Source: an optimization exercise on an open RTL-to-GDS flow (aim: small area and a short achievable clock period). Production flows keep margins and buffers that such runs may drop.
Only simulation tests tie the RTL to the original design; equivalence was not proved.
No run shown here takes its clock network from TritonCTS; it comes from the design's own scripts or RTL.
No driver is modelled on the clock port, so clock power and skew are understated where the tree is cut down; a real chip needs a root buffer or a tree.
Power and IR drop assume default switching activity.

==> flow/design.v, too long to show whole: its modules and the start of the top module <==
// module g_ao22: 3 lines
// module g_aoi21: 3 lines
// module g_inv: 3 lines
// module g_nand2: 3 lines
// module g_nand2b: 3 lines
// module g_nor2: 3 lines
// module g_oai21: 3 lines
// module g_xnor2: 3 lines
// module g_xor2: 3 lines
// module doubling_adder_top: 1759 lines
module doubling_adder_top (
  input  logic                  clk,
  input  logic                  arst_n,
  input  logic                  in_valid,
  input  logic [64-1:0] a,
  input  logic [64-1:0] b,
  input  logic                  cin,
  output logic [64:0]   sum,
  output logic                  out_valid
);
  // ...
==> flow/flow/run.sh <==
#!/bin/bash
# Layout flow: the standard flow (standard.sh, unchanged synthesis) with
#  - the port buffers of buffer_ports set to the smallest buffer, which
#    repair_timing then sizes up where timing needs it (every port still gets
#    its own buffer);
#  - a small balanced clock tree (cts_tree.tcl) in place of TritonCTS: the clock
#    port drives four clock inverters, each driving two leaf clock inverters,
#    each leaf driving an eighth of the flip-flops (two inversions on every
#    path, so each acts as a buffer).
set -euo pipefail
HERE=$(cd "$(dirname "$0")" && pwd)
bash standard.sh finish BUFFER_PORTS_ARGS="-buffer_cell sky130_fd_sc_hd__buf_1" \
  PRE_CTS_TCL="$HERE/cts_tree.tcl" CTS_TOP_BUFS=4 CTS_LEAF_BUFS=2 \
  CTS_TOP_CELL=sky130_fd_sc_hd__clkinv_2 CTS_LEAF_CELL=sky130_fd_sc_hd__clkinv_8 \
  > standard_flow.log 2>&1
==> flow/flow/cts_tree.tcl <==
# Sourced by ORFS cts.tcl before it builds the clock tree (PRE_CTS_TCL).
# Replaces clock_tree_synthesis with a small balanced tree: the clock port
# drives CTS_TOP_BUFS cells, each of which drives CTS_LEAF_BUFS leaf cells (or
# the flip-flops directly when CTS_LEAF_BUFS is 0). The cells may be buffers or
# inverters; with inverters both levels invert, so every flip-flop still sees
# the clock's rising edge through two inversions, like a buffer. The flip-flops are split
# into groups of equal size by position (halves in x, then halves in y, ...),
# one group per leaf buffer, placed at the group's centre. Every flip-flop sees
# the same number and type of buffers, with no deliberate skew.
set ::cts_top  [expr {[info exists ::env(CTS_TOP_BUFS)]  ? $::env(CTS_TOP_BUFS)  : 4}]
set ::cts_leaf [expr {[info exists ::env(CTS_LEAF_BUFS)] ? $::env(CTS_LEAF_BUFS) : 2}]
set ::cts_top_cell  [expr {[info exists ::env(CTS_TOP_CELL)]  ? $::env(CTS_TOP_CELL)  : "sky130_fd_sc_hd__clkbuf_8"}]
set ::cts_leaf_cell [expr {[info exists ::env(CTS_LEAF_CELL)] ? $::env(CTS_LEAF_CELL) : "sky130_fd_sc_hd__clkbuf_16"}]

# items: list of {object x y}; split into n groups (n a power of two) of equal
# size by recursive bisection at the median, alternating between x and y.
proc cts_tree_split {items n axis} {
  if {$n <= 1} { return [list $items] }
  set idx [expr {$axis eq "x" ? 1 : 2}]
  set sorted [lsort -real -index $idx $items]
  set half [expr {[llength $sorted] / 2}]
  set other [expr {$axis eq "x" ? "y" : "x"}]
  return [concat [cts_tree_split [lrange $sorted 0 [expr {$half - 1}]] [expr {$n / 2}] $other] \
                 [cts_tree_split [lrange $sorted $half end] [expr {$n / 2}] $other]]
}

# Creates a buffer of cell $cell named $name driving the iterms of $items from
# net $in_net, placed at the centre of the items; returns {iterm x y} of its input.
proc cts_tree_buffer {name cell in_net items} {
  set block [ord::get_db_block]
  set master [[ord::get_db] findMaster $cell]
  set inst [odb::dbInst_create $block $master $name]
  set net [odb::dbNet_create $block "net_$name"]
  $net setSigType CLOCK
  set sx 0; set sy 0
  foreach item $items {
    lassign $item it x y
    $it disconnect
    $it connect $net
    set sx [expr {$sx + $x}]; set sy [expr {$sy + $y}]
  }
  set n [llength $items]
  set cx [expr {int($sx / $n)}]
  set cy [expr {int($sy / $n)}]
  $inst setLocation [expr {$cx - [$master getWidth] / 2}] [expr {$cy - [$master getHeight] / 2}]
  $inst setPlacementStatus PLACED
  set a [$inst findITerm A]
  $a connect $in_net
  foreach it [$inst getITerms] {
    if {[$it isOutputSignal]} { $it connect $net }
  }
  puts "cts_tree: $name ($cell) drives $n loads at ($cx, $cy)"
  return [list $a $cx $cy]
}

proc clock_tree_synthesis {args} {
  puts "cts_tree: $::cts_top x $::cts_top_cell, each driving $::cts_leaf x $::cts_leaf_cell (replaces clock_tree_synthesis $args)"
  set block [ord::get_db_block]
  set clk_net [$block findNet clk]
  set items {}
  foreach it [$clk_net getITerms] {
    set inst [$it getInst]
    lassign [$inst getLocation] x y
    set m [$inst getMaster]
    lappend items [list $it [expr {$x + [$m getWidth] / 2}] [expr {$y + [$m getHeight] / 2}]]
  }
  set t 0
  foreach top_group [cts_tree_split $items $::cts_top x] {
    if {$::cts_leaf > 0} {
      set leaves {}
      set l 0
      foreach leaf_group [cts_tree_split $top_group $::cts_leaf [expr {$::cts_top % 2 ? "x" : "y"}]] {
        set tmp [odb::dbNet_create $block "net_tmp_${t}_$l"]
        lappend leaves [cts_tree_buffer "clkbuf_leaf_${t}_$l" $::cts_leaf_cell $tmp $leaf_group]
        incr l
      }
      set top_in [cts_tree_buffer "clkbuf_top_$t" $::cts_top_cell $clk_net $leaves]
      foreach l [$block getNets] { if {[string match "net_tmp_*" [$l getName]] && [llength [$l getITerms]] == 0} { odb::dbNet_destroy $l } }
    } else {
      cts_tree_buffer "clkbuf_top_$t" $::cts_top_cell $clk_net $top_group
    }
    incr t
  }
  $clk_net setSigType CLOCK
  set_propagated_clock [all_clocks]
}
==> flow/standard.sh <==
#!/bin/bash
# synth_recipe.tcl (not shown) runs the flow's synth.tcl, then flattens the netlist and writes it again
# the make line also repeats each setting of config.mk as NAME=value (left out here)
make -C /OpenROAD-flow-scripts/flow DESIGN_CONFIG=/design/flow/config.mk WORK_HOME=/design/flow/orfs CLKGATE_MAP_FILE= SYNTH_SCRIPT=/design/flow/synth_recipe.tcl "${@:-finish}"
==> flow/config.mk <==
export PLATFORM = sky130hd
export DESIGN_NAME = doubling_adder_top
export DESIGN_NICKNAME = doubling_adder_top
export VERILOG_FILES = /design/flow/design.v
export SDC_FILE = /design/flow/constraint.sdc
export NUM_CORES = 4
export LEC_CHECK = 0
export CAP_MARGIN = 20
export CORE_MARGIN = 2
export CORE_UTILIZATION = 65
export HOLD_SLACK_MARGIN = 0.05
export SETUP_SLACK_MARGIN = 1.7
export SLEW_MARGIN = 20
export SYNTH_HIERARCHICAL = 1
export SYNTH_MINIMUM_KEEP_SIZE = 0
==> flow/constraint.sdc <==
create_clock -name core_clock -period 3.2 [get_ports {clk}]
set_input_delay 0.6400 -clock core_clock [delete_from_list [all_inputs] [get_ports {clk}]]
set_output_delay 0.6400 -clock core_clock [all_outputs]
set_load 0.01 [all_outputs]
==> out/summary.log, run 1 <==
INFO  cells_and_area multi_input_area_share=50.41%
INFO  floorplan      row_count=40
INFO  cells_and_area antennaDiodeCount=0
INFO  yosys          post-synth-top-count-cell=sky130_fd_sc_hd__nand2_1
INFO  power          ir_drop=209.0uV
INFO  power          power.total=4627uW
INFO  drt            routed_wire_length_per_instance=13.23microns
INFO  setup_path     timing.critical_path.slowest_cell_delay=0.26ns
INFO  grt            globalRoute.totalOverflow=0
INFO  power          power.combinational.total=1420uW
INFO  outcome        outcome=finished clean
INFO  cells_and_area layout.area.top_class=multi-input combinational cells
INFO  floorplan      core=0.01201sqmm
INFO  grt            largest_net_degree_at_the_start_of_global_routing=67
INFO  sta            timing.max_slew.rel_slack=56.73%
INFO  floorplan      n_tap_cell=147
INFO  drt            length_of_routed_met3_wiring=964microns
INFO  setup_path     timing.critical_path.to_type=flop
INFO  floorplan      start_util=66.79%
INFO  yosys          avg_inst_size_synth=8.608squm
INFO  yosys          yosysUniqueCellTypes=12
INFO  setup_path     crit_path_cell_trace=buf_1, nor2_1, nor2_1, a21oi_2, o21ai_1, xor2_1
INFO  sta            maximum_clock_frequency=681.4MHz
INFO  drt            wl_met2=8567microns
INFO  sta            timing_hold_violations_final=0
INFO  cells_and_area numSequentialCells=146
INFO  setup_path     cpLargestDelayFamily=simple AND/OR/NAND/NOR gates
INFO  placed_design  area_after_dpl=0.009012sqmm
INFO  placed_design  dpl.hpwl=13420microns
INFO  setup_path     r2r_cells=5
INFO  grt            grt_usage=25.19%
INFO  cells_and_area largest_register_ff_count=65
INFO  placed_design  port_buffers=197
INFO  sta            fin_setup_tns=0ns
INFO  grt            top_usage_layer=met2
INFO  cells_and_area mostFrequentLayoutCells=187 x sky130_fd_sc_hd__buf_1, 157 x sky130_fd_sc_hd__nand2_1, 138 x sky130_fd_sc_hd__nor2_1, 105 x sky130_fd_sc_hd__xor2_1, 90 x sky130_fd_sc_hd__o21ai_1
INFO  grt            routing_usage_on_met1=31.41%
INFO  yosys          post_synth_xor_area_fraction=19.32%
INFO  cells_and_area multi_input_comb_area=0.004668sqmm
INFO  yosys          synth_seq_cells=146
INFO  clock_network  cts.clk_slew.worst_paths=0.08ns
INFO  setup_path     worstReg2RegStart=gn_q[2]
INFO  cells_and_area layout.cells.non_filler=1297
INFO  yosys          postSynth.asyncResetShare=51.37%
INFO  drt            dr.max_layer_used=met4
==> run 2, diff against run 1 <==
--- a/flow/config.mk
+++ b/flow/config.mk
@@ -7,9 +7,9 @@
 export LEC_CHECK = 0
 export CAP_MARGIN = 20
 export CORE_MARGIN = 2
-export CORE_UTILIZATION = 65
+export CORE_UTILIZATION = 70
 export HOLD_SLACK_MARGIN = 0.05
-export SETUP_SLACK_MARGIN = 1.7
+export SETUP_SLACK_MARGIN = 1.72
 export SLEW_MARGIN = 20
 export SYNTH_HIERARCHICAL = 1
 export SYNTH_MINIMUM_KEEP_SIZE = 0
==> run 2 against run 1 <==
Compared with the run above:
- first-iteration DRC count is 46% higher
- clock skew is 0.0071 ns higher
- largest cell class unchanged
- still clean on timing, DRC and antenna
- fmax is 1.4% lower
- critical endpoint is now sum[25]
==> out/summary.log, run 2 <==
INFO  grt            grt_pass1_wl=29090microns [was 27830 microns]
INFO  sta            timing_worst_slew_pin_value=0.7466ns [was 0.6491 ns]
INFO  sta            maximum_clock_frequency=672.0MHz [was 681.4 MHz]
INFO  clock_network  clk-insertion-delay-late=0.27ns [about the same]
INFO  outcome        outcome=finished clean [unchanged]
INFO  floorplan      io-pin-count=198 [unchanged]
INFO  worst_hold_path min_path_type=primary input to asynchronous set/reset pin [unchanged]
INFO  sta            fin_setup_tns=0ns [unchanged]
INFO  power          leakagePower=0.003934uW [was 0.003786 uW]
INFO  grt            antenna_found_initial=0 [unchanged]
INFO  placed_design  dpl.hpwl=13110microns [was 13420 microns]
INFO  placed_design  place.gp.congestion=0.9455 [was 0.9094]
INFO  cells_and_area nets=1295 [was 1284]
INFO  setup_path     timing.critical_path.to_type=output port [was flop]
INFO  setup_path     cpLargestDelayFamily=flip-flops [was simple AND/OR/NAND/NOR gates]
INFO  grt            largest_net_degree_at_the_start_of_global_routing=54 [was 67]
INFO  cells_and_area mostFrequentLayoutCells=167 x sky130_fd_sc_hd__buf_1, 156 x sky130_fd_sc_hd__nand2_1, 128 x sky130_fd_sc_hd__nor2_1, 105 x sky130_fd_sc_hd__xor2_1, 83 x sky130_fd_sc_hd__o21ai_1 [was 187 x sky130_fd_sc_hd__buf_1, 157 x sky130_fd_sc_hd__nand2_1, 138 x sky130_fd_sc_hd__nor2_1, 105 x sky130_fd_sc_hd__xor2_1, 90 x sky130_fd_sc_hd__o21ai_1]
INFO  grt            grt_usage=27.65% [was 25.19%]
INFO  run            maxCapViolations=0 [unchanged]
INFO  cells_and_area post-route-util=83.94% [was 77.09%]
INFO  sta            grt_setup_unrepaired=true [unchanged]
INFO  floorplan      core=0.01132sqmm [was 0.01201 sq mm]
INFO  yosys          synth_sequential_area_ratio=41.24% [unchanged]
INFO  sta            drv_slew=0 [unchanged]
INFO  drt            dr_total_vias=7095 [was 6878]
INFO  setup_path     worst-endpoint-required=2.56ns [was 3.35 ns]
INFO  setup_path     largest_fanout_on_the_critical_path=2 [was 3]
INFO  cells_and_area largest_registers=sum (65), s_q (64), gn_q (8) [unchanged]
INFO  yosys          gate_count_after_technology_mapping=932 [unchanged]
INFO  yosys          post-synth-top-count-cell=sky130_fd_sc_hd__nand2_1 [unchanged]
INFO  yosys          post_synth_main_area_contributors=sky130_fd_sc_hd__dfrtp_1 21%, sky130_fd_sc_hd__dfxtp_1 18%, sky130_fd_sc_hd__xor2_1 11% [unchanged]
INFO  yosys          yosysTopAreaCell=sky130_fd_sc_hd__dfrtp_1 [unchanged]
INFO  cells_and_area antennaDiodeCount=0 [unchanged]
INFO  setup_path     crit_path_cell_trace=clkbuf_2 [was buf_1, nor2_1, nor2_1, a21oi_2, o21ai_1, xor2_1]
INFO  cells_and_area largest-register=sum [unchanged]
INFO  cells_and_area drive_above_1_share=13.61% [was 9.304%]
INFO  yosys          synth_area=0.008023sqmm [unchanged]
INFO  yosys          yosysUniqueCellTypes=12 [unchanged]
INFO  sta            final_min_period_over_clock_period=46.50% [was 45.86%]
INFO  drt            remaining_drc_errors=0 [unchanged]
INFO  setup_path     critPathKind=flop to output port [was primary input to flop]
INFO  power          p_switching=1717uW [was 1669 uW]
INFO  yosys          synth.top_cells.by_count=157 x sky130_fd_sc_hd__nand2_1, 139 x sky130_fd_sc_hd__nor2_1, 105 x sky130_fd_sc_hd__xor2_1, 100 x sky130_fd_sc_hd__o21ai_1, 72 x sky130_fd_sc_hd__xnor2_1 [unchanged]
INFO  setup_path     critical_path.n_buffers_inverters=1 [unchanged]
INFO  setup_path     critical_path.startpoint_type=flop [was primary input]
INFO  cells_and_area layout_commonest_cell=sky130_fd_sc_hd__buf_1 [unchanged]
INFO  yosys          synth.net_count=1064 [unchanged]
INFO  sta            setup_viol=0 [unchanged]
INFO  drt            firstDrtPassIters=7 [was 4]
INFO  cells_and_area largest_register_ff_count=65 [unchanged]
INFO  clock_network  cts_hold_buf=0 [unchanged]
INFO  yosys          number_of_warnings_issued_by_yosys=7 [unchanged]
INFO  yosys          ys_dominant_reg_cell=sky130_fd_sc_hd__dfxtp_1 [unchanged]
INFO  power          power_report.internal_total=3033uW [was 2958 uW]
INFO  drt            drt-vias-per-instance=5.441 [was 5.303]
INFO  power          ir_drop=380.8uV [was 209.0 uV]
INFO  sta            min_period=1.488ns [was 1.468 ns]
INFO  sta            timing_hold_violations_final=0 [unchanged]
INFO  setup_path     crit_path_top_delay_cell=sky130_fd_sc_hd__dfrtp_1 [was sky130_fd_sc_hd__nor2_1]
INFO  cells_and_area synth_to_final_area_change=18.45% [was 15.42%]
INFO  setup_path     timing.critical_path.slowest_cell_delay=0.43ns [was 0.26 ns]
INFO  yosys          number_of_flops_mapped_to_enable_cells_by_yosys=0 [unchanged]
INFO  yosys          synth_seq_cells=146 [unchanged]
INFO  yosys          yosys.area.top_type_share=20.90% [unchanged]
INFO  grt            vias_in_the_first_global_route=6689 [was 6512]
INFO  sta            finalHoldWorstSlack=0.4558ns [was 0.4145 ns]
INFO  sta            clock_skew=0.02215ns [was 0.01506 ns]
INFO  power          comb_power_share=32.2% [was 30.8%]
INFO  yosys          avg_inst_size_synth=8.608squm [unchanged]
INFO  drt            routed_wire_length_per_instance=13.86microns [was 13.23 microns]
INFO  clock_network  cts.clk_slew.worst_paths=0.08ns [about the same]
INFO  setup_path     data_arrival_time_of_the_critical_path=0.85ns [was 1.62 ns]
INFO  sta            timing.max_slew.rel_slack=50.23% [was 56.73%]
INFO  drt            drt_wl_total=18080microns [was 17160 microns]
INFO  floorplan      start_util=70.87% [was 66.79%]
INFO  floorplan      die-height=111.1microns [was 115.1 microns]
INFO  floorplan      fp.dieW=111.1microns [was 115.1 microns]
INFO  drt            drtAntennaViolNets=0 [unchanged]
INFO  power          share_seq_of_total_power=51.9% [was 53.0%]
INFO  drt            first_iter_violations=488 [was 335]
INFO  placed_design  port_buffers=197 [unchanged]
INFO  grt            globalRoute.totalOverflow=0 [unchanged]
INFO  power          p_sw_share=36.14% [was 36.06%]
INFO  power          power.density_cell_area=499.8mW/mm^2 [was 499.7 mW/mm^2]
INFO  yosys          postSynth.asyncResetShare=51.37% [unchanged]
INFO  floorplan      row_count=39 [was 40]
INFO  floorplan      die-area=0.01233sqmm [was 0.01325 sq mm]
INFO  power          pwr-share-clk=15.9% [was 16.2%]
==> run 2: cell counts after synthesis <==
Identical to the previous run, type by type.
==> run 2: final timing paths <==
check                         from  endpoint  slack, ns  cells past startpoint
min                         arst_n   sum[46]       0.46                      1
max reg2reg                pn_q[4]   sum[50]       1.77                      5
min in group core_clock     s_q[1]    sum[1]       0.46                      1
min reg2reg                 s_q[1]    sum[1]       0.46                      1
max in group asynchronous   arst_n   gn_q[5]       2.07                      2
max                        sum[25]   sum[25]       1.71                      1
==> run 2: metrics by stage <==
step	instance area, sq um	instances	power (uW)	worst slack (ns)
after global placement	9017	1276	3833	1.309
after floorplan	8053	932	3385	1.074
after global routing	9503	1304	5014	1.660
after detailed placement	9017	1276	3881	1.238
after CTS	9251	1292	4633	1.707
final	9503	1304	4750	1.712
==> run 2: repair_timing <==
item / CTS / global route
setup endpoints to repair: 70 / 77
buffers inserted: 4 / 12
pin swaps: 0 / 6
resized for setup: 10 / 66
==> run 2: logic make-up after synthesis <==
kind of cell | share of synthesized area (%)
flip-flops | 41.24
XOR/XNOR | 19.32
AND/OR/NAND/NOR | 18.76
AO/OA/AOI/OAI | 19.23
buffers and inverters | 1.450
==> run 2: cell type report <==
| cell class | count | area, sq um |
|---|---|---|
| tap | 143 | 178.9 |
| sequential | 146 | 3312 |
| timing repair buffer | 217 | 999.7 |
| fill | 734 | 1818 |
| multi-input combinational | 755 | 4742 |
| inverter | 43 | 270.3 |
==> run 2: power groups by stage <==
stage / clock [uW] / combinational [uW] / sequential (uW)
CTS: 760 / 1420 / 2450
global placement: 0 / 1340 / 2500
global route: 836 / 1680 / 2500
detailed placement: 0 / 1390 / 2490
floorplan: 0 / 853 / 2530
finish: 754 / 1530 / 2470
==> run 2: Yosys stat by module (local to each module, per instance), excerpt <==
module | cells | area (sq um)
doubling_adder_top | 146 | 3308
g_ao22 | 1 | 8.758
g_inv | 1 | 3.754
g_nand2 | 1 | 3.754
g_nand2b | 1 | 6.256
g_nor2 | 1 | 3.754
g_oai21 | 1 | 5.005
g_xnor2 | 1 | 8.758
g_xor2 | 1 | 8.758
==> run 2: metal layers <==
layer	track usage [%]	share of wire [%]	vias up
met3	2.843	5.5	44
met2	51.57	51	231
met4	7.407	2.6	0
li1	-	-	3560
met1	34.16	41	3260
met5	0	0	-
==> run 3, diff against run 2 <==
--- a/flow/config.mk
+++ b/flow/config.mk
@@ -7,8 +7,9 @@
 export LEC_CHECK = 0
 export CAP_MARGIN = 20
 export CORE_MARGIN = 2
-export CORE_UTILIZATION = 70
+export CORE_UTILIZATION = 65
 export HOLD_SLACK_MARGIN = 0.05
+export PLACE_DENSITY = 0.8
 export SETUP_SLACK_MARGIN = 1.72
 export SLEW_MARGIN = 20
 export SYNTH_HIERARCHICAL = 1
==> run 3 against run 2 <==
Compared with the run above:
- still clean
- design area decreased by 1.2%
- synthesized cell count is the same
- worst hold slack lost 0.034 ns
- die area is 7.4% higher
- critical path depth unchanged
- power shrank 1.2%
- clock power hardly changed
- routed wire length shrank 3.9%
- clock skew down 0.0051 ns
- sequential cell count stayed put
- critical path type unchanged
- largest power group unchanged
==> out/summary.log, run 3 <==
INFO  cells_and_area layout_commonest_cell=sky130_fd_sc_hd__buf_1 [unchanged]
INFO  yosys          yosysUniqueCellTypes=12 [unchanged]
INFO  floorplan      die-height=115.1microns [was 111.1 microns]
INFO  yosys          post-synth-top-count-cell=sky130_fd_sc_hd__nand2_1 [unchanged]
INFO  cells_and_area post-route-util=78.18% [was 83.94%]
INFO  yosys          synth_sequential_area_ratio=41.24% [unchanged]
INFO  power          leakagePower=0.003898uW [was 0.003934 uW]
INFO  drt            routed_wire_length_per_instance=13.33microns [was 13.86 microns]
INFO  floorplan      core=0.01201sqmm [was 0.01132 sq mm]
INFO  yosys          synth_area=0.008023sqmm [unchanged]
INFO  sta            min_period=1.467ns [was 1.488 ns]
INFO  outcome        outcome=finished clean [unchanged]
INFO  yosys          post_synth_main_area_contributors=sky130_fd_sc_hd__dfrtp_1 21%, sky130_fd_sc_hd__dfxtp_1 18%, sky130_fd_sc_hd__xor2_1 11% [unchanged]
INFO  grt            vias_in_the_first_global_route=6577 [was 6689]
INFO  cells_and_area drive_above_1_share=12.72% [was 13.61%]
INFO  floorplan      start_util=66.79% [was 70.87%]
INFO  floorplan      io-pin-count=198 [unchanged]
INFO  worst_hold_path min_path_type=primary input to asynchronous set/reset pin [unchanged]
INFO  yosys          synth.top_cells.by_count=157 x sky130_fd_sc_hd__nand2_1, 139 x sky130_fd_sc_hd__nor2_1, 105 x sky130_fd_sc_hd__xor2_1, 100 x sky130_fd_sc_hd__o21ai_1, 72 x sky130_fd_sc_hd__xnor2_1 [unchanged]
INFO  sta            clock_skew=0.01710ns [was 0.02215 ns]
INFO  yosys          synth.net_count=1064 [unchanged]
INFO  drt            drt-vias-per-instance=5.342 [was 5.441]
INFO  grt            grt_usage=25.46% [was 27.65%]
INFO  sta            timing_hold_violations_final=0 [unchanged]
INFO  power          power.density_cell_area=499.7mW/mm^2 [was 499.8 mW/mm^2]
INFO  yosys          gate_count_after_technology_mapping=932 [unchanged]
INFO  cells_and_area largest_registers=sum (65), s_q (64), gn_q (8) [unchanged]
INFO  grt            antenna_found_initial=0 [unchanged]
INFO  setup_path     crit_path_cell_trace=clkbuf_2 [unchanged]
INFO  clock_network  clk-insertion-delay-late=0.27ns [about the same]
INFO  cells_and_area fillerInstances=925 [was 734]
INFO  run            maxCapViolations=0 [unchanged]
INFO  setup_path     worst-endpoint-required=2.56ns [about the same]
INFO  sta            maximum_clock_frequency=681.9MHz [was 672.0 MHz]
INFO  yosys          avg_inst_size_synth=8.608squm [unchanged]
INFO  drt            firstDrtPassIters=5 [was 7]
INFO  placed_design  dp_cells=1281 [was 1276]
INFO  grt            globalRoute.totalOverflow=0 [unchanged]
INFO  yosys          number_of_warnings_issued_by_yosys=7 [unchanged]
INFO  sta            timing.max_slew.rel_slack=52.87% [was 50.23%]
INFO  clock_network  cts.clk_slew.worst_paths=0.09ns [was 0.08 ns]
INFO  setup_path     cpLargestDelayFamily=flip-flops [unchanged]
INFO  floorplan      die-area=0.01325sqmm [was 0.01233 sq mm]
INFO  cells_and_area largest-register=sum [unchanged]
INFO  grt            grt_pass1_wl=28250microns [was 29090 microns]
INFO  sta            drv_slew=0 [unchanged]
INFO  drt            first_iter_violations=362 [was 488]
INFO  yosys          ys_dominant_reg_cell=sky130_fd_sc_hd__dfxtp_1 [unchanged]
INFO  sta            setup_viol=0 [unchanged]
INFO  floorplan      row_count=40 [was 39]
INFO  setup_path     critical_path.n_buffers_inverters=1 [unchanged]
INFO  cells_and_area multi_input_comb_area=0.004715sqmm [was 0.004742 sq mm]
INFO  yosys          yosysTopAreaCell=sky130_fd_sc_hd__dfrtp_1 [unchanged]
INFO  drt            remaining_drc_errors=0 [unchanged]
INFO  setup_path     largest_fanout_on_the_critical_path=2 [unchanged]
INFO  cells_and_area nets=1290 [was 1295]
INFO  setup_path     critPathKind=flop to output port [unchanged]
INFO  yosys          postSynth.asyncResetShare=51.37% [unchanged]
INFO  placed_design  dpl.hpwl=13540microns [was 13110 microns]
INFO  setup_path     crit_path_top_delay_cell=sky130_fd_sc_hd__dfrtp_1 [unchanged]
INFO  grt            largest_net_degree_at_the_start_of_global_routing=67 [was 54]
INFO  floorplan      fp.dieW=115.1microns [was 111.1 microns]
INFO  sta            grt_setup_unrepaired=true [unchanged]
INFO  drt            drtAntennaViolNets=0 [unchanged]
INFO  setup_path     critical_path.startpoint_type=flop [unchanged]
INFO  cells_and_area ff_latch_area=0.003312sqmm [unchanged]
INFO  sta            final_min_period_over_clock_period=45.83% [was 46.50%]
INFO  cells_and_area layout.cells.non_filler=1303 [was 1304]
INFO  power          ir_drop=226.9uV [was 380.8 uV]
INFO  setup_path     timing.critical_path.slowest_cell_delay=0.42ns [was 0.43 ns]
INFO  placed_design  port_buffers=197 [unchanged]
INFO  cells_and_area mostFrequentLayoutCells=164 x sky130_fd_sc_hd__buf_1, 157 x sky130_fd_sc_hd__nand2_1, 132 x sky130_fd_sc_hd__nor2_1, 105 x sky130_fd_sc_hd__xor2_1, 85 x sky130_fd_sc_hd__o21ai_1 [was 167 x sky130_fd_sc_hd__buf_1, 156 x sky130_fd_sc_hd__nand2_1, 128 x sky130_fd_sc_hd__nor2_1, 105 x sky130_fd_sc_hd__xor2_1, 83 x sky130_fd_sc_hd__o21ai_1]
INFO  sta            finalHoldWorstSlack=0.4214ns [was 0.4558 ns]
INFO  placed_design  place.gp.congestion=0.9088 [was 0.9455]
INFO  yosys          yosys.area.top_type_share=20.90% [unchanged]
INFO  yosys          number_of_flops_mapped_to_enable_cells_by_yosys=0 [unchanged]
INFO  cells_and_area synth_to_final_area_change=17.05% [was 18.45%]
INFO  cells_and_area largest_register_ff_count=65 [unchanged]
INFO  cells_and_area antennaDiodeCount=0 [unchanged]
INFO  drt            drt_wl_total=17370microns [was 18080 microns]
INFO  setup_path     data_arrival_time_of_the_critical_path=0.83ns [was 0.85 ns]
INFO  sta            timing_worst_slew_pin_value=0.7069ns [was 0.7466 ns]
INFO  drt            dr_total_vias=6961 [was 7095]
INFO  setup_path     timing.critical_path.to_type=output port [unchanged]
INFO  yosys          synth_seq_cells=146 [unchanged]
INFO  sta            fin_setup_tns=0ns [unchanged]
-- run 3: cell count changes in the layout (fill, tap and decap cells not counted), moves of 2 or more --
cell                       change
sky130_fd_sc_hd__buf_1         -3
sky130_fd_sc_hd__buf_12        -2
sky130_fd_sc_hd__buf_4         -4
sky130_fd_sc_hd__buf_6         -3
sky130_fd_sc_hd__clkbuf_2      +8
sky130_fd_sc_hd__inv_1         +2
sky130_fd_sc_hd__inv_2         -2
sky130_fd_sc_hd__nor2_1        +4
sky130_fd_sc_hd__nor2_2        -4
sky130_fd_sc_hd__o21ai_1       +2
sky130_fd_sc_hd__o21ai_2       -2
-- run 3: area by class of cell --
cell class              count  area share, %
well taps                 147          1.959
inverters                  43          2.878
flip-flops and latches    146          35.27
multi-input cells         755          50.21
repair buffers            212          9.687
-- run 3: cell families after synthesis --
| family | count (synthesis) | share of synthesized area (%) |
|---|---|---|
| AND/OR/NAND/NOR | 359 | 18.76 |
| AO/OA/AOI/OAI | 219 | 19.23 |
| XOR/XNOR | 177 | 19.32 |
| flip-flops | 146 | 41.24 |
| buffers and inverters | 31 | 1.450 |
-- run 3: modules after synthesis (local to each module, per instance) --
module              area (sq um)  cells  flip-flops and latches  times used
doubling_adder_top          3308    146                     146           1
g_nand2b                   6.256      1                       0          63
g_xor2                     8.758      1                       0         105
g_aoi21                    8.758      1                       0          54
g_oai21                    5.005      1                       0         100
g_ao22                     8.758      1                       0          65
g_xnor2                    8.758      1                       0          72
g_inv                      3.754      1                       0          31
g_nand2                    3.754      1                       0         157
g_nor2                     3.754      1                       0         139
-- run 3: per-layer routing --
layer / global-route usage [%] / wire (microns)
met1: 31.30 / 7396
met2: 47.45 / 8689
met3: 3.848 / 1019
met4: 5.060 / 264
met5: 0 / 0
-- run 3: worst paths after layout --
kind	start	depth (start not counted)	slack [ns]	endpoint
max in group asynchronous	arst_n	2	2.09	sum[24]
setup / recovery	sum[20]	1	1.73	sum[20]
min in group core_clock	s_q[0]	1	0.46	sum[0]
hold / removal	arst_n	1	0.42	sum[14]
setup reg to reg	valid_q	3	1.81	sum[40]
hold reg to reg	s_q[0]	1	0.46	sum[0]
-- run 3: report_power, final --
part           switching (uW)  total (uW)  internal (uW)
clock                     646         756            110
sequential                237        2460           2220
combinational             807        1480            675
-- run 3: through the flow --
step | power (uW) | worst slack (ns) | instance area, sq um
4_1_cts | 4631 | 1.683 | 9223
3_5_place_dp | 3885 | 1.112 | 9017
5_1_grt | 4979 | 1.681 | 9390
6_report | 4693 | 1.733 | 9390
2_1_floorplan | 3385 | 1.074 | 8053
3_3_place_gp | 3842 | 1.302 | 9017
-- run 3: what timing repair did --
action / CTS / global route
hold buffers: 0 / 0
gates resized for setup: 12 / 49
setup endpoints to repair: 60 / 90
pin swaps: 0 / 5
setup buffers: 0 / 10
==> run 4, diff against run 3 <==
--- a/flow/config.mk
+++ b/flow/config.mk
@@ -7,9 +7,9 @@
 export LEC_CHECK = 0
 export CAP_MARGIN = 20
 export CORE_MARGIN = 2
-export CORE_UTILIZATION = 65
+export CORE_UTILIZATION = 60
 export HOLD_SLACK_MARGIN = 0.05
-export PLACE_DENSITY = 0.8
+export PLACE_DENSITY = 0.72
 export SETUP_SLACK_MARGIN = 1.72
 export SLEW_MARGIN = 20
 export SYNTH_HIERARCHICAL = 1
==> run 4 against run 3 <==
Compared with the run above:
- fmax up 0.73%
- register-to-register slack is essentially flat
- clock power about the same
- clock skew is 0.0039 ns lower
- routed wire length increased by 0.94%
- global-route usage shrank 1.6 points
- critical endpoint is now sum[14]
- largest power group unchanged
==> out/summary.log, run 4 <==
INFO  outcome        outcome=finished clean [unchanged]
INFO  grt            antenna_found_initial=0 [unchanged]
INFO  grt            vias_in_the_first_global_route=6398 [was 6577]
INFO  yosys          synth.net_count=1064 [unchanged]
INFO  sta            min_period=1.456ns [was 1.467 ns]
INFO  worst_hold_path min_path_type=primary input to asynchronous set/reset pin [unchanged]
INFO  setup_path     cpLargestDelayFamily=flip-flops [unchanged]
INFO  placed_design  dpl.hpwl=12980microns [was 13540 microns]
INFO  sta            setup_viol=0 [unchanged]
INFO  grt            largest_net_degree_at_the_start_of_global_routing=67 [unchanged]
INFO  setup_path     setup.worst_path.end=sum[14] [was sum[20]]
INFO  floorplan      die-area=0.01431sqmm [was 0.01325 sq mm]
INFO  grt            grt_pass1_wl=28640microns [was 28250 microns]
INFO  setup_path     largest_fanout_on_the_critical_path=2 [unchanged]
INFO  placed_design  dp_cells=1310 [was 1281]
INFO  setup_path     r2r_cells=6 [was 3]
INFO  cells_and_area nets=1295 [was 1290]
INFO  yosys          number_of_flops_mapped_to_enable_cells_by_yosys=0 [unchanged]
INFO  yosys          yosys.area.top_type_share=20.90% [unchanged]
INFO  setup_path     critPathKind=flop to output port [unchanged]
INFO  floorplan      row_count=42 [was 40]
INFO  sta            fin_setup_tns=0ns [unchanged]
INFO  yosys          synth_sequential_area_ratio=41.24% [unchanged]
INFO  setup_path     critical_path.startpoint_type=flop [unchanged]
INFO  power          p_switching=1678uW [was 1689 uW]
INFO  power          ir_drop=224.1uV [was 226.9 uV]
INFO  cells_and_area largest_register_ff_count=65 [unchanged]
INFO  power          power.total=4706uW [was 4693 uW]
INFO  power          power.density_cell_area=495.6mW/mm^2 [was 499.7 mW/mm^2]
INFO  clock_network  cts.clk_slew.worst_paths=0.08ns [was 0.09 ns]
INFO  setup_path     worst-endpoint-required=2.56ns [about the same]
INFO  drt            drt-vias-per-instance=5.130 [was 5.342]
INFO  drt            dr_total_vias=6859 [was 6961]
INFO  yosys          yosysUniqueCellTypes=12 [unchanged]
INFO  setup_path     timing.critical_path.to_type=output port [unchanged]
INFO  floorplan      fp.dieW=119.6microns [was 115.1 microns]
INFO  sta            drv_slew=0 [unchanged]
INFO  yosys          avg_inst_size_synth=8.608squm [unchanged]
INFO  sta            timing_worst_slew_pin_value=0.5848ns [was 0.7069 ns]
INFO  sta            clock_skew=0.01323ns [was 0.01710 ns]
INFO  cells_and_area drive_above_1_share=13.18% [was 12.72%]
INFO  drt            first_iter_violations=365 [was 362]
INFO  sta            maximum_clock_frequency=686.9MHz [was 681.9 MHz]
INFO  sta            timing.max_slew.rel_slack=61.01% [was 52.87%]
INFO  cells_and_area largest_registers=sum (65), s_q (64), gn_q (8) [unchanged]
INFO  setup_path     setup.reg_to_reg.worst_slack=1.81ns [about the same]
INFO  power          share_seq_of_total_power=51.9% [was 52.3%]
INFO  setup_path     crit_path_top_delay_cell=sky130_fd_sc_hd__dfrtp_1 [unchanged]
INFO  yosys          gate_count_after_technology_mapping=932 [unchanged]
INFO  cells_and_area mostFrequentLayoutCells=158 x sky130_fd_sc_hd__buf_1, 157 x sky130_fd_sc_hd__nand2_1, 137 x sky130_fd_sc_hd__nor2_1, 105 x sky130_fd_sc_hd__xor2_1, 87 x sky130_fd_sc_hd__o21ai_1 [was 164 x sky130_fd_sc_hd__buf_1, 157 x sky130_fd_sc_hd__nand2_1, 132 x sky130_fd_sc_hd__nor2_1, 105 x sky130_fd_sc_hd__xor2_1, 85 x sky130_fd_sc_hd__o21ai_1]
INFO  floorplan      core=0.01314sqmm [was 0.01201 sq mm]
INFO  cells_and_area layout.cells.non_filler=1337 [was 1303]
INFO  placed_design  place.gp.congestion=0.8933 [was 0.9088]
INFO  yosys          yosysTopAreaCell=sky130_fd_sc_hd__dfrtp_1 [unchanged]
INFO  drt            drt_wl_total=17530microns [was 17370 microns]
INFO  setup_path     crit_path_cell_trace=clkbuf_2 [unchanged]
INFO  cells_and_area antennaDiodeCount=0 [unchanged]
INFO  sta            grt_setup_unrepaired=true [unchanged]
INFO  clock_network  cts_hold_buf=0 [unchanged]
INFO  floorplan      io-pin-count=198 [unchanged]
INFO  placed_design  port_buffers=197 [unchanged]
INFO  setup_path     worst_r2r_endpoint=sum[39] [was sum[40]]
INFO  yosys          number_of_warnings_issued_by_yosys=7 [unchanged]
INFO  cells_and_area synth_to_final_area_change=18.37% [was 17.05%]
INFO  drt            routed_wire_length_per_instance=13.11microns [was 13.33 microns]
INFO  setup_path     data_arrival_time_of_the_critical_path=0.82ns [was 0.83 ns]
INFO  cells_and_area post-route-util=72.29% [was 78.18%]
INFO  power          p_sw_share=35.66% [was 36.00%]
INFO  grt            globalRoute.totalOverflow=0 [unchanged]
INFO  setup_path     worstSetupPathDepth=1 [unchanged]
INFO  drt            drtAntennaViolNets=0 [unchanged]
INFO  yosys          synth_seq_cells=146 [unchanged]
INFO  yosys          postSynth.asyncResetShare=51.37% [unchanged]
INFO  setup_path     cp-startpoint=sum[14] [was sum[20]]
INFO  power          power_report.internal_total=3028uW [was 3004 uW]
INFO  setup_path     timing.critical_path.slowest_cell_delay=0.42ns [about the same]
INFO  floorplan      die-height=119.6microns [was 115.1 microns]
INFO  yosys          post-synth-top-count-cell=sky130_fd_sc_hd__nand2_1 [unchanged]
INFO  run            maxCapViolations=0 [unchanged]
INFO  power          leakagePower=0.003934uW [was 0.003898 uW]
INFO  sta            timing_hold_violations_final=0 [unchanged]
INFO  power          comb_power_share=32.1% [was 31.6%]
INFO  yosys          synth_area=0.008023sqmm [unchanged]
INFO  cells_and_area largest-register=sum [unchanged]
INFO  floorplan      start_util=61.07% [was 66.79%]
INFO  setup_path     worstReg2RegStart=gn_q[0] [was valid_q]
INFO  grt            grt_usage=23.84% [was 25.46%]
INFO  drt            firstDrtPassIters=5 [unchanged]
INFO  yosys          synth.top_cells.by_count=157 x sky130_fd_sc_hd__nand2_1, 139 x sky130_fd_sc_hd__nor2_1, 105 x sky130_fd_sc_hd__xor2_1, 100 x sky130_fd_sc_hd__o21ai_1, 72 x sky130_fd_sc_hd__xnor2_1 [unchanged]
INFO  drt            remaining_drc_errors=0 [unchanged]
INFO  clock_network  clk-insertion-delay-late=0.27ns [about the same]
INFO  yosys          ys_dominant_reg_cell=sky130_fd_sc_hd__dfxtp_1 [unchanged]
INFO  sta            final_min_period_over_clock_period=45.50% [was 45.83%]
INFO  power          pwr-share-clk=16.0% [was 16.1%]
INFO  setup_path     critical_path.n_buffers_inverters=1 [unchanged]
INFO  cells_and_area layout_commonest_cell=sky130_fd_sc_hd__buf_1 [unchanged]
INFO  yosys          post_synth_main_area_contributors=sky130_fd_sc_hd__dfrtp_1 21%, sky130_fd_sc_hd__dfxtp_1 18%, sky130_fd_sc_hd__xor2_1 11% [unchanged]
==> run 4: cell type report <==
class / count / area (sq um)
well taps: 176 / 220.2
flip-flops and latches: 146 / 3312
repair buffers: 214 / 969.7
repair inverters: 3 / 22.52
inverters: 43 / 270.3
fillers: 1079 / 3641
multi-input cells: 755 / 4702
==> run 4: repair_timing <==
item / CTS / global route
gates cloned: 3 / 0
resized for setup: 12 / 64
pin swaps: 0 / 3
endpoints found under the setup margin: 69 / 90
buffers inserted: 2 / 10
==> run 4: stage by stage <==
stage	area, sq um	setup slack (ns)	hold slack, ns
CTS	9283	1.721	0.4130
global route	9497	1.681	0.4163
detailed placement	9066	1.210	0.4429
floorplan	8053	1.074	0.3444
finish	9497	1.744	0.3874
global placement	9066	1.242	0.4339
==> run 4: power by group through the flow <==
| stage | combinational, uW | clock [uW] | sequential, uW |
|---|---|---|---|
| 3_5_place_dp | 1410 | 0 | 2460 |
| 6_report | 1510 | 754 | 2440 |
| 5_1_grt | 1670 | 865 | 2490 |
| 3_3_place_gp | 1380 | 0 | 2470 |
| 4_1_cts | 1420 | 773 | 2440 |
| 2_1_floorplan | 853 | 0 | 2530 |
==> run 4: how the worst min path moves through the flow <==
| stage | start | endpoint | slack (ns) | depth (start not counted) |
|---|---|---|---|---|
| 2_1_floorplan | arst_n | out_valid | 0.34 | 0 |
| 3_3_place_gp | s_q[4] | sum[4] | 0.43 | 1 |
| 3_5_place_dp | s_q[3] | sum[3] | 0.44 | 1 |
| 4_1_cts | arst_n | sum[46] | 0.41 | 1 |
| 5_1_grt | arst_n | sum[46] | 0.42 | 1 |
| 6_report | arst_n | sum[47] | 0.39 | 1 |
==> run 4: Yosys stat by module, one instance, submodules excluded, excerpt <==
module	flops+latches	area, sq um
g_nor2	0	3.754
g_nand2b	0	6.256
g_inv	0	3.754
g_oai21	0	5.005
g_ao22	0	8.758
g_aoi21	0	8.758
g_xor2	0	8.758
==> run 4: cell families after synthesis <==
| group | synth area share, % |
|---|---|
| AOI/OAI and AO/OA | 19.23 |
| xor gates and xnor gates | 19.32 |
| buffers and inverters | 1.450 |
| DFF | 41.24 |
| and+or+nand+nor | 18.76 |
==> run 4: routing by layer <==
metal  GRT usage (%)  vias to the layer above  part of all wire [%]
met3           2.424                       26                   5.2
met5               0                        -                     0
met1           31.21                     3114                    44
li1                -                     3548                     -
met4           5.515                        0                   2.1
met2           42.57                      171                    48
==> run 5, diff against run 4 <==
--- a/flow/config.mk
+++ b/flow/config.mk
@@ -7,10 +7,10 @@
 export LEC_CHECK = 0
 export CAP_MARGIN = 20
 export CORE_MARGIN = 2
-export CORE_UTILIZATION = 60
+export CORE_UTILIZATION = 65
 export HOLD_SLACK_MARGIN = 0.05
 export PLACE_DENSITY = 0.72
-export SETUP_SLACK_MARGIN = 1.72
+export SETUP_SLACK_MARGIN = 1.7
 export SLEW_MARGIN = 20
 export SYNTH_HIERARCHICAL = 1
 export SYNTH_MINIMUM_KEEP_SIZE = 0
==> run 5 against run 4 <==
Compared with the run above:
- still clean
- synthesized cell count is the same
- die area shrank 7.4%
- sequential share of layout area grew 0.89 points
- first-iteration DRC count shrank 8.2%
- register-to-register slack lost 0.05 ns
- core utilization grew 4.8 points
- sequential cell count is the same
- sequential power is essentially flat
- critical path depth grew 5
- fmax shrank 0.80%
- global-route usage grew 1.3 points
==> out/summary.log, run 5 <==
INFO  yosys          synth_area=0.008023sqmm [unchanged]
INFO  drt            drt_wl_total=17160microns [was 17530 microns]
INFO  drt            firstDrtPassIters=4 [was 5]
INFO  drt            remaining_drc_errors=0 [unchanged]
INFO  floorplan      core=0.01201sqmm [was 0.01314 sq mm]
INFO  placed_design  place.gp.congestion=0.9094 [was 0.8933]
INFO  run            maxCapViolations=0 [unchanged]
INFO  cells_and_area multi_input_comb_area=0.004668sqmm [was 0.004702 sq mm]
INFO  floorplan      start_util=66.79% [was 61.07%]
INFO  setup_path     critPathKind=primary input to flop [was flop to output port]
INFO  cells_and_area largest_registers=sum (65), s_q (64), gn_q (8) [unchanged]
INFO  grt            antenna_found_initial=0 [unchanged]
INFO  setup_path     critical_path.n_buffers_inverters=1 [unchanged]
INFO  yosys          number_of_warnings_issued_by_yosys=7 [unchanged]
INFO  sta            grt_setup_unrepaired=true [unchanged]
INFO  yosys          post_synth_xor_area_fraction=19.32% [unchanged]
INFO  worst_hold_path min_path_type=primary input to asynchronous set/reset pin [unchanged]
INFO  floorplan      fp.dieW=115.1microns [was 119.6 microns]
INFO  setup_path     cp-startpoint=b[1] [was sum[14]]
INFO  setup_path     r2r_cells=5 [was 6]
INFO  setup_path     cp_common_cell=sky130_fd_sc_hd__nor2_1
INFO  cells_and_area layout.cells.non_filler=1297 [was 1337]
INFO  setup_path     worstReg2RegStart=gn_q[2] [was gn_q[0]]
INFO  yosys          synth-simple-area-share=18.76% [unchanged]
INFO  cells_and_area mostFrequentLayoutCells=187 x sky130_fd_sc_hd__buf_1, 157 x sky130_fd_sc_hd__nand2_1, 138 x sky130_fd_sc_hd__nor2_1, 105 x sky130_fd_sc_hd__xor2_1, 90 x sky130_fd_sc_hd__o21ai_1 [was 158 x sky130_fd_sc_hd__buf_1, 157 x sky130_fd_sc_hd__nand2_1, 137 x sky130_fd_sc_hd__nor2_1, 105 x sky130_fd_sc_hd__xor2_1, 87 x sky130_fd_sc_hd__o21ai_1]
INFO  drt            drtAntennaViolNets=0 [unchanged]
INFO  yosys          largest_family_of_logic_cells_by_synthesized_area=XOR/XNOR gates [unchanged]
INFO  grt            grt_pass1_wl=27830microns [was 28640 microns]
INFO  setup_path     worst-endpoint-required=3.35ns [was 2.56 ns]
INFO  yosys          synth_seq_cells=146 [unchanged]
INFO  yosys          postSynth.asyncResetShare=51.37% [unchanged]
INFO  grt            globalRoute.totalOverflow=0 [unchanged]
INFO  setup_path     worstSetupPathDepth=6 [was 1]
INFO  yosys          number_of_flops_mapped_to_enable_cells_by_yosys=0 [unchanged]
INFO  yosys          gate_count_after_technology_mapping=932 [unchanged]
INFO  setup_path     setup.worst_path.end=s_q[7] [was sum[14]]
INFO  cells_and_area largest-register=sum [unchanged]
INFO  sta            timing_hold_violations_final=0 [unchanged]
INFO  clock_network  clk-insertion-delay-late=0.27ns [about the same]
INFO  sta            fin_setup_tns=0ns [unchanged]
INFO  yosys          ys_dominant_reg_cell=sky130_fd_sc_hd__dfxtp_1 [unchanged]
INFO  floorplan      io-pin-count=198 [unchanged]
INFO  cells_and_area layout_commonest_cell=sky130_fd_sc_hd__buf_1 [unchanged]
INFO  placed_design  area_after_dpl=0.009012sqmm [was 0.009066 sq mm]
INFO  placed_design  dpl.hpwl=13420microns [was 12980 microns]
INFO  setup_path     timing.critical_path.to_type=flop [was output port]
INFO  setup_path     data_arrival_time_of_the_critical_path=1.62ns [was 0.82 ns]
INFO  cells_and_area largest_register_ff_count=65 [unchanged]
INFO  yosys          yosys.area.top_type_share=20.90% [unchanged]
INFO  sta            timing.max_slew.rel_slack=56.73% [was 61.01%]
INFO  power          power.density_cell_area=499.7mW/mm^2 [was 495.6 mW/mm^2]
INFO  yosys          avg_inst_size_synth=8.608squm [unchanged]
INFO  setup_path     crit_path_cell_trace=buf_1, nor2_1, nor2_1, a21oi_2, o21ai_1, xor2_1 [was clkbuf_2]
INFO  sta            drv_slew=0 [unchanged]
INFO  power          ir_drop=209.0uV [was 224.1 uV]
INFO  cells_and_area fillerInstances=898 [was 1079]
INFO  cells_and_area drive_above_1_share=9.304% [was 13.18%]
INFO  cells_and_area nets=1284 [was 1295]
INFO  sta            final_min_period_over_clock_period=45.86% [was 45.50%]
INFO  sta            timing_worst_slew_pin_value=0.6491ns [was 0.5848 ns]
INFO  placed_design  dp_cells=1282 [was 1310]
INFO  yosys          post_synth_main_area_contributors=sky130_fd_sc_hd__dfrtp_1 21%, sky130_fd_sc_hd__dfxtp_1 18%, sky130_fd_sc_hd__xor2_1 11% [unchanged]
INFO  clock_network  cts.clk_slew.worst_paths=0.08ns [about the same]
INFO  drt            routed_wire_length_per_instance=13.23microns [was 13.11 microns]
INFO  grt            vias_in_the_first_global_route=6512 [was 6398]
INFO  sta            clock_skew=0.01506ns [was 0.01323 ns]
INFO  outcome        outcome=finished clean [unchanged]
INFO  yosys          synth.net_count=1064 [unchanged]
INFO  drt            drt-vias-per-instance=5.303 [was 5.130]
INFO  placed_design  port_buffers=197 [unchanged]
INFO  yosys          yosys-mux-area-fraction=0% [unchanged]
INFO  power          power.total=4627uW [was 4706 uW]
INFO  grt            largest_net_degree_at_the_start_of_global_routing=67 [unchanged]
INFO  drt            first_iter_violations=335 [was 365]
INFO  floorplan      die-area=0.01325sqmm [was 0.01431 sq mm]
INFO  cells_and_area synth_to_final_area_change=15.42% [was 18.37%]
INFO  yosys          synth_sequential_area_ratio=41.24% [unchanged]
INFO  yosys          synth_compound_gate_area_share=19.23% [unchanged]
INFO  yosys          post-synth-top-count-cell=sky130_fd_sc_hd__nand2_1 [unchanged]
INFO  setup_path     critical_path.startpoint_type=primary input [was flop]
INFO  power          leakagePower=0.003786uW [was 0.003934 uW]
INFO  yosys          yosysTopAreaCell=sky130_fd_sc_hd__dfrtp_1 [unchanged]
INFO  sta            maximum_clock_frequency=681.4MHz [was 686.9 MHz]
INFO  yosys          synth.top_cells.by_count=157 x sky130_fd_sc_hd__nand2_1, 139 x sky130_fd_sc_hd__nor2_1, 105 x sky130_fd_sc_hd__xor2_1, 100 x sky130_fd_sc_hd__o21ai_1, 72 x sky130_fd_sc_hd__xnor2_1 [unchanged]
INFO  floorplan      row_count=40 [was 42]
INFO  floorplan      die-height=115.1microns [was 119.6 microns]
INFO  grt            grt_usage=25.19% [was 23.84%]
INFO  sta            min_period=1.468ns [was 1.456 ns]
INFO  setup_path     cpLargestDelayFamily=simple AND/OR/NAND/NOR gates [was flip-flops]
INFO  cells_and_area antennaDiodeCount=0 [unchanged]
INFO  drt            dr_total_vias=6878 [was 6859]
INFO  cells_and_area design_area=0.009260sqmm [was 0.009497 sq mm]
INFO  sta            setup_viol=0 [unchanged]
INFO  yosys          post_synth_fa_ha_maj_area_fraction=0% [unchanged]
INFO  yosys          yosysUniqueCellTypes=12 [unchanged]
INFO  setup_path     largest_fanout_on_the_critical_path=3 [was 2]
INFO  cells_and_area ff_latch_area=0.003312sqmm [unchanged]
INFO  setup_path     worst_r2r_endpoint=sum[30] [was sum[39]]
INFO  setup_path     setup.reg_to_reg.worst_slack=1.76ns [was 1.81 ns]
INFO  setup_path     timing.critical_path.slowest_cell_delay=0.26ns [was 0.42 ns]
INFO  setup_path     crit_path_top_delay_cell=sky130_fd_sc_hd__nor2_1 [was sky130_fd_sc_hd__dfrtp_1]
-- run 5: changes by cell type in the layout (fill, tap and decap cells not counted), moves of 2 or more --
cell,previous run,this run
sky130_fd_sc_hd__inv_2,3,1
sky130_fd_sc_hd__clkinvlp_4,4,1
sky130_fd_sc_hd__inv_1,27,29
sky130_fd_sc_hd__buf_6,5,1
sky130_fd_sc_hd__buf_2,2,0
sky130_fd_sc_hd__clkbuf_2,31,9
sky130_fd_sc_hd__buf_4,15,8
sky130_fd_sc_hd__o21ai_1,87,90
sky130_fd_sc_hd__o21ai_2,8,6
sky130_fd_sc_hd__buf_1,158,187
-- run 5: report_power, final --
group          leakage [uW]  internal, uW  switching [uW]
registers           0.00149          2220             235
clock network     0.0000708           110             640
logic               0.00222           630             794
total               0.00379          2960            1670
-- run 5: kinds of logic after synthesis --
family / count (synthesis)
compound gates: 219
xor+xnor: 177
buf+inv: 31
flops: 146
simple gates: 359
-- run 5: per-stage QoR --
stage	utilization (%)	hold WS, ns	setup WS [ns]
after floorplan	-	0.3444	1.074
after global placement	75.03	0.4340	1.469
after detailed placement	75.03	0.4498	1.430
after CTS	76.41	0.4416	1.708
after global routing	77.09	0.4521	1.654
final	77.09	0.4145	1.732
-- run 5: per-layer routing --
layer	global-route usage (%)	up-vias	part of all wire (%)
li1	-	3532	-
met1	31.41	3132	43
met2	46.90	187	50
met3	2.794	27	5.6
met4	5.542	0	1.7
met5	0	-	0
-- run 5: area by class of cell --
class	instances	area share, %
inverters	43	2.919
well taps	147	1.986
multi-input cells	755	50.41
repair buffers	206	8.918
flip-flops and latches	146	35.77
-- run 5: what timing repair did --
item                       CTS  global route
setup endpoints to repair   44            44
gates resized for setup      5            18
pin swaps                    0             1
buffers inserted             0             3
hold buffers                 0             0
-- run 5: worst min path at each step --
stage	slack [ns]	startpoint	end
after floorplan	0.34	arst_n	out_valid
after global placement	0.43	s_q[3]	sum[3]
after detailed placement	0.45	s_q[6]	sum[6]
after CTS	0.44	arst_n	sum[21]
after global routing	0.45	arst_n	sum[46]
final	0.41	arst_n	sum[47]
-- run 5: modules after synthesis (local to each module, per instance) --
| module | cell area (sq um) | times used | cells inside | flops+latches |
|---|---|---|---|---|
| doubling_adder_top | 3308 | 1 | 146 | 146 |
| g_oai21 | 5.005 | 100 | 1 | 0 |
| g_aoi21 | 8.758 | 54 | 1 | 0 |
| g_nor2 | 3.754 | 139 | 1 | 0 |
| g_xor2 | 8.758 | 105 | 1 | 0 |
| g_xnor2 | 8.758 | 72 | 1 | 0 |
| g_inv | 3.754 | 31 | 1 | 0 |
| g_nand2 | 3.754 | 157 | 1 | 0 |
| g_ao22 | 8.758 | 65 | 1 | 0 |
| g_nand2b | 6.256 | 63 | 1 | 0 |
==> run 6, diff against run 5 <==
--- a/flow/config.mk
+++ b/flow/config.mk
@@ -10,7 +10,8 @@
 export CORE_UTILIZATION = 65
 export HOLD_SLACK_MARGIN = 0.05
 export PLACE_DENSITY = 0.72
-export SETUP_SLACK_MARGIN = 1.7
+export SETUP_SLACK_MARGIN = 1.72
 export SLEW_MARGIN = 20
 export SYNTH_HIERARCHICAL = 1
 export SYNTH_MINIMUM_KEEP_SIZE = 0
+export TNS_END_PERCENT = 10
==> run 6 against run 5 <==
Compared with the run above:
- combinational power hardly changed
- first-iteration DRC count is 3.0% lower
- via count hardly changed
- die area stayed put
- power is 0.78% lower
- area after synthesis stayed put
- setup slack worse by 0.0045 ns
- critical path type is now flop to flop
==> out/summary.log, run 6 <==
INFO  outcome        outcome=finished clean [unchanged]
INFO  grt            globalRoute.totalOverflow=0 [unchanged]
INFO  power          leakagePower=0.003739uW [was 0.003786 uW]
INFO  yosys          postSynth.asyncResetShare=51.37% [unchanged]
INFO  cells_and_area drive_above_1_share=7.941% [was 9.304%]
INFO  yosys          synth_sequential_area_ratio=41.24% [unchanged]
INFO  yosys          post-synth-top-count-cell=sky130_fd_sc_hd__nand2_1 [unchanged]
INFO  drt            firstDrtPassIters=5 [was 4]
INFO  cells_and_area fillerInstances=951 [was 898]
INFO  placed_design  dpl.hpwl=13460microns [was 13420 microns]
INFO  power          ir_drop=199.5uV [was 209.0 uV]
INFO  floorplan      core=0.01201sqmm [unchanged]
INFO  cells_and_area layout.cells.non_filler=1293 [was 1297]
INFO  grt            grt_pass1_wl=28380microns [was 27830 microns]
INFO  cells_and_area nets=1280 [was 1284]
INFO  grt            grt_usage=25.57% [was 25.19%]
INFO  cells_and_area layout_commonest_cell=sky130_fd_sc_hd__buf_1 [unchanged]
INFO  yosys          synth_area=0.008023sqmm [unchanged]
INFO  yosys          number_of_warnings_issued_by_yosys=7 [unchanged]
INFO  drt            dr_total_vias=6872 [was 6878]
INFO  drt            drt_wl_total=17000microns [was 17160 microns]
INFO  yosys          number_of_flops_mapped_to_enable_cells_by_yosys=0 [unchanged]
INFO  sta            drv_slew=0 [unchanged]
INFO  floorplan      die-height=115.1microns [unchanged]
INFO  floorplan      io-pin-count=198 [unchanged]
INFO  cells_and_area post-route-util=76.51% [was 77.09%]
INFO  drt            drt-vias-per-instance=5.315 [was 5.303]
INFO  sta            setup_viol=0 [unchanged]
INFO  sta            timing.max_slew.rel_slack=49.39% [was 56.73%]
INFO  clock_network  clk-insertion-delay-late=0.26ns [was 0.27 ns]
INFO  setup_path     critPathKind=flop to flop [was primary input to flop]
INFO  floorplan      fp.dieW=115.1microns [unchanged]
INFO  setup_path     worst-endpoint-required=3.36ns [was 3.35 ns]
INFO  drt            first_iter_violations=325 [was 335]
INFO  grt            antenna_found_initial=0 [unchanged]
INFO  setup_path     timing.critical_path.to_type=flop [unchanged]
INFO  yosys          yosys.area.top_type_share=20.90% [unchanged]
INFO  sta            clock_skew=0.009982ns [was 0.01506 ns]
INFO  yosys          gate_count_after_technology_mapping=932 [unchanged]
INFO  placed_design  dp_cells=1281 [was 1282]
INFO  drt            remaining_drc_errors=0 [unchanged]
INFO  setup_path     largest_fanout_on_the_critical_path=8 [was 3]
INFO  placed_design  area_after_dpl=0.009007sqmm [was 0.009012 sq mm]
INFO  setup_path     critical_path.startpoint_type=flop [was primary input]
INFO  sta            timing_hold_violations_final=0 [unchanged]
INFO  power          power.density_cell_area=499.5mW/mm^2 [was 499.7 mW/mm^2]
INFO  setup_path     crit_path_top_delay_cell=sky130_fd_sc_hd__o21ai_2 [was sky130_fd_sc_hd__nor2_1]
INFO  drt            routed_wire_length_per_instance=13.14microns [was 13.23 microns]
INFO  yosys          synth.net_count=1064 [unchanged]
INFO  setup_path     data_arrival_time_of_the_critical_path=1.63ns [was 1.62 ns]
INFO  yosys          ys_dominant_reg_cell=sky130_fd_sc_hd__dfxtp_1 [unchanged]
INFO  placed_design  place.gp.congestion=0.9115 [was 0.9094]
INFO  grt            vias_in_the_first_global_route=6535 [was 6512]
INFO  setup_path     timing.critical_path.slowest_cell_delay=0.39ns [was 0.26 ns]
INFO  setup_path     crit_path_cell_trace=o21ai_1, a21oi_2, o21ai_2, nand2b_1, xnor2_1 [was buf_1, nor2_1, nor2_1, a21oi_2, o21ai_1, xor2_1]
INFO  floorplan      start_util=66.79% [unchanged]
INFO  run            maxCapViolations=0 [unchanged]
INFO  worst_hold_path min_path_type=primary input to asynchronous set/reset pin [unchanged]
INFO  clock_network  cts_hold_buf=0 [unchanged]
INFO  cells_and_area largest_register_ff_count=65 [unchanged]
INFO  cells_and_area largest-register=sum [unchanged]
INFO  clock_network  cts.clk_slew.worst_paths=0.08ns [about the same]
INFO  yosys          yosysUniqueCellTypes=12 [unchanged]
INFO  yosys          synth_seq_cells=146 [unchanged]
INFO  yosys          avg_inst_size_synth=8.608squm [unchanged]
INFO  grt            largest_net_degree_at_the_start_of_global_routing=67 [unchanged]
INFO  cells_and_area design_area=0.009190sqmm [was 0.009260 sq mm]
INFO  cells_and_area mostFrequentLayoutCells=194 x sky130_fd_sc_hd__buf_1, 157 x sky130_fd_sc_hd__nand2_1, 139 x sky130_fd_sc_hd__nor2_1, 105 x sky130_fd_sc_hd__xor2_1, 95 x sky130_fd_sc_hd__o21ai_1 [was 187 x sky130_fd_sc_hd__buf_1, 157 x sky130_fd_sc_hd__nand2_1, 138 x sky130_fd_sc_hd__nor2_1, 105 x sky130_fd_sc_hd__xor2_1, 90 x sky130_fd_sc_hd__o21ai_1]
INFO  sta            min_period=1.472ns [was 1.468 ns]
INFO  cells_and_area largest_registers=sum (65), s_q (64), gn_q (8) [unchanged]
INFO  sta            fin_setup_tns=0ns [unchanged]
INFO  sta            maximum_clock_frequency=679.3MHz [was 681.4 MHz]
INFO  yosys          synth.top_cells.by_count=157 x sky130_fd_sc_hd__nand2_1, 139 x sky130_fd_sc_hd__nor2_1, 105 x sky130_fd_sc_hd__xor2_1, 100 x sky130_fd_sc_hd__o21ai_1, 72 x sky130_fd_sc_hd__xnor2_1 [unchanged]
INFO  yosys          yosysTopAreaCell=sky130_fd_sc_hd__dfrtp_1 [unchanged]
INFO  cells_and_area synth_to_final_area_change=14.55% [was 15.42%]
INFO  floorplan      die-area=0.01325sqmm [unchanged]
INFO  floorplan      row_count=40 [unchanged]
INFO  cells_and_area antennaDiodeCount=0 [unchanged]
INFO  yosys          post_synth_main_area_contributors=sky130_fd_sc_hd__dfrtp_1 21%, sky130_fd_sc_hd__dfxtp_1 18%, sky130_fd_sc_hd__xor2_1 11% [unchanged]
INFO  sta            timing_worst_slew_pin_value=0.7592ns [was 0.6491 ns]
INFO  drt            drtAntennaViolNets=0 [unchanged]
INFO  placed_design  port_buffers=197 [unchanged]
INFO  sta            grt_setup_unrepaired=true [unchanged]
INFO  sta            final_min_period_over_clock_period=46.00% [was 45.86%]
-- run 6: logic make-up (layout without fill, tap and decap cells) --
| family | count (synthesis) | after routing | share of synthesized area, % |
|---|---|---|---|
| AO/OA/AOI/OAI | 219 | 219 | 19.23 |
| XOR/XNOR | 177 | 177 | 19.32 |
| buffers and inverters | 31 | 245 | 1.450 |
| flip-flops | 146 | 146 | 41.24 |
| AND/OR/NAND/NOR | 359 | 359 | 18.76 |
-- run 6: report_power, final --
part / leakage [uW] / switching (uW) / internal (uW)
registers: 0.00149 / 235 / 2220
logic: 0.00218 / 785 / 615
clock network: 0.0000708 / 628 / 110
-- run 6: critical path, delay by kind of cell (launching register included) --
kind	cells	cell delay [ns]
xor gates and xnor gates	1	0.14
and+or+nand+nor	1	0.13
DFF	1	0.37
AOI/OAI and AO/OA	3	0.71
-- run 6: layout make-up --
cell class / instances / area [sq um] / area share, %
Multi-Input combinational cell: 755 / 4624 / 50.32
Sequential cell: 146 / 3312 / 36.04
Timing Repair Buffer: 202 / 799.5 / 8.700
Inverter: 43 / 270.3 / 2.941
Tap cell: 147 / 183.9 / 2.001
-- run 6: stage by stage --
step	hold slack (ns)	worst slack, ns	power (uW)
2_1_floorplan	0.3444	1.074	3382
3_3_place_gp	0.4360	1.326	3841
3_5_place_dp	0.4449	1.287	3882
4_1_cts	0.4642	1.565	4613
5_1_grt	0.4771	1.594	4905
6_report	0.4601	1.728	4591
-- run 6: per-module statistics from Yosys (local to each module, per instance), excerpt --
module | times used | flip-flops and latches | cell area (sq um)
doubling_adder_top | 1 | 146 | 3308
g_xor2 | 105 | 0 | 8.758
g_aoi21 | 54 | 0 | 8.758
g_xnor2 | 72 | 0 | 8.758
g_ao22 | 65 | 0 | 8.758
g_nor2 | 139 | 0 | 3.754
g_nand2 | 157 | 0 | 3.754
-- run 6: worst paths after layout --
| kind | startpoint | to | slack (ns) | cells past startpoint |
|---|---|---|---|---|
| setup / recovery | gn_q[1] | sum[58] | 1.73 | 5 |
| hold / removal | arst_n | sum[46] | 0.46 | 1 |
| setup reg to reg | gn_q[1] | sum[58] | 1.73 | 5 |
| hold reg to reg | s_q[2] | sum[2] | 0.46 | 1 |
| max in group asynchronous | arst_n | valid_q | 2.15 | 1 |
| min in group core_clock | s_q[2] | sum[2] | 0.46 | 1 |
-- run 6: routing by layer --
layer	wire length [microns]	track usage (%)
met1	7398	32.40
met2	8464	47.45
met3	940	3.532
met4	193	3.775
met5	0	0
-- run 6: repair_timing --
action,4_1_cts,5_1_grt
gates resized for setup,2,9
endpoints found under the setup margin,37,102
buffers inserted,0,0
pin swaps,0,2

## what the ideal ports hide
Ports are ideal in the flow. The routed layouts listed here were re-timed in OpenROAD.
Step 1 sets driving cells, clkbuf_16 on the clock port and buf_2 on the other inputs (assumed; they add their load-dependent delay and slew).
Step 2, shift: input delay + t, output delay - t, t = (earliest + latest rising clock arrival at the registers) / 2. This alone moves slack from input paths to output paths.
Slacks: no drivers / after step 1 / after step 2; pairs: no drivers / after step 1.
| run | t (ns) | setup WS [ns] | cell pins on the clock port's net |
|---|---|---|---|
| run 1 | 0.340 | 1.732 / 1.655 / 1.452 | 4 |
| run 2 | 0.339 | 1.712 / 1.636 / 1.453 | 4 |
| run 3 | 0.338 | 1.733 / 1.658 / 1.473 | 4 |
| run 4 | 0.337 | 1.744 / 1.666 / 1.479 | 4 |
| run 5 | 0.340 | 1.732 / 1.655 / 1.452 | 4 |
| run 6 | 0.338 | 1.728 / 1.654 / 1.448 | 4 |
After both steps setup and hold are still met in every run listed.
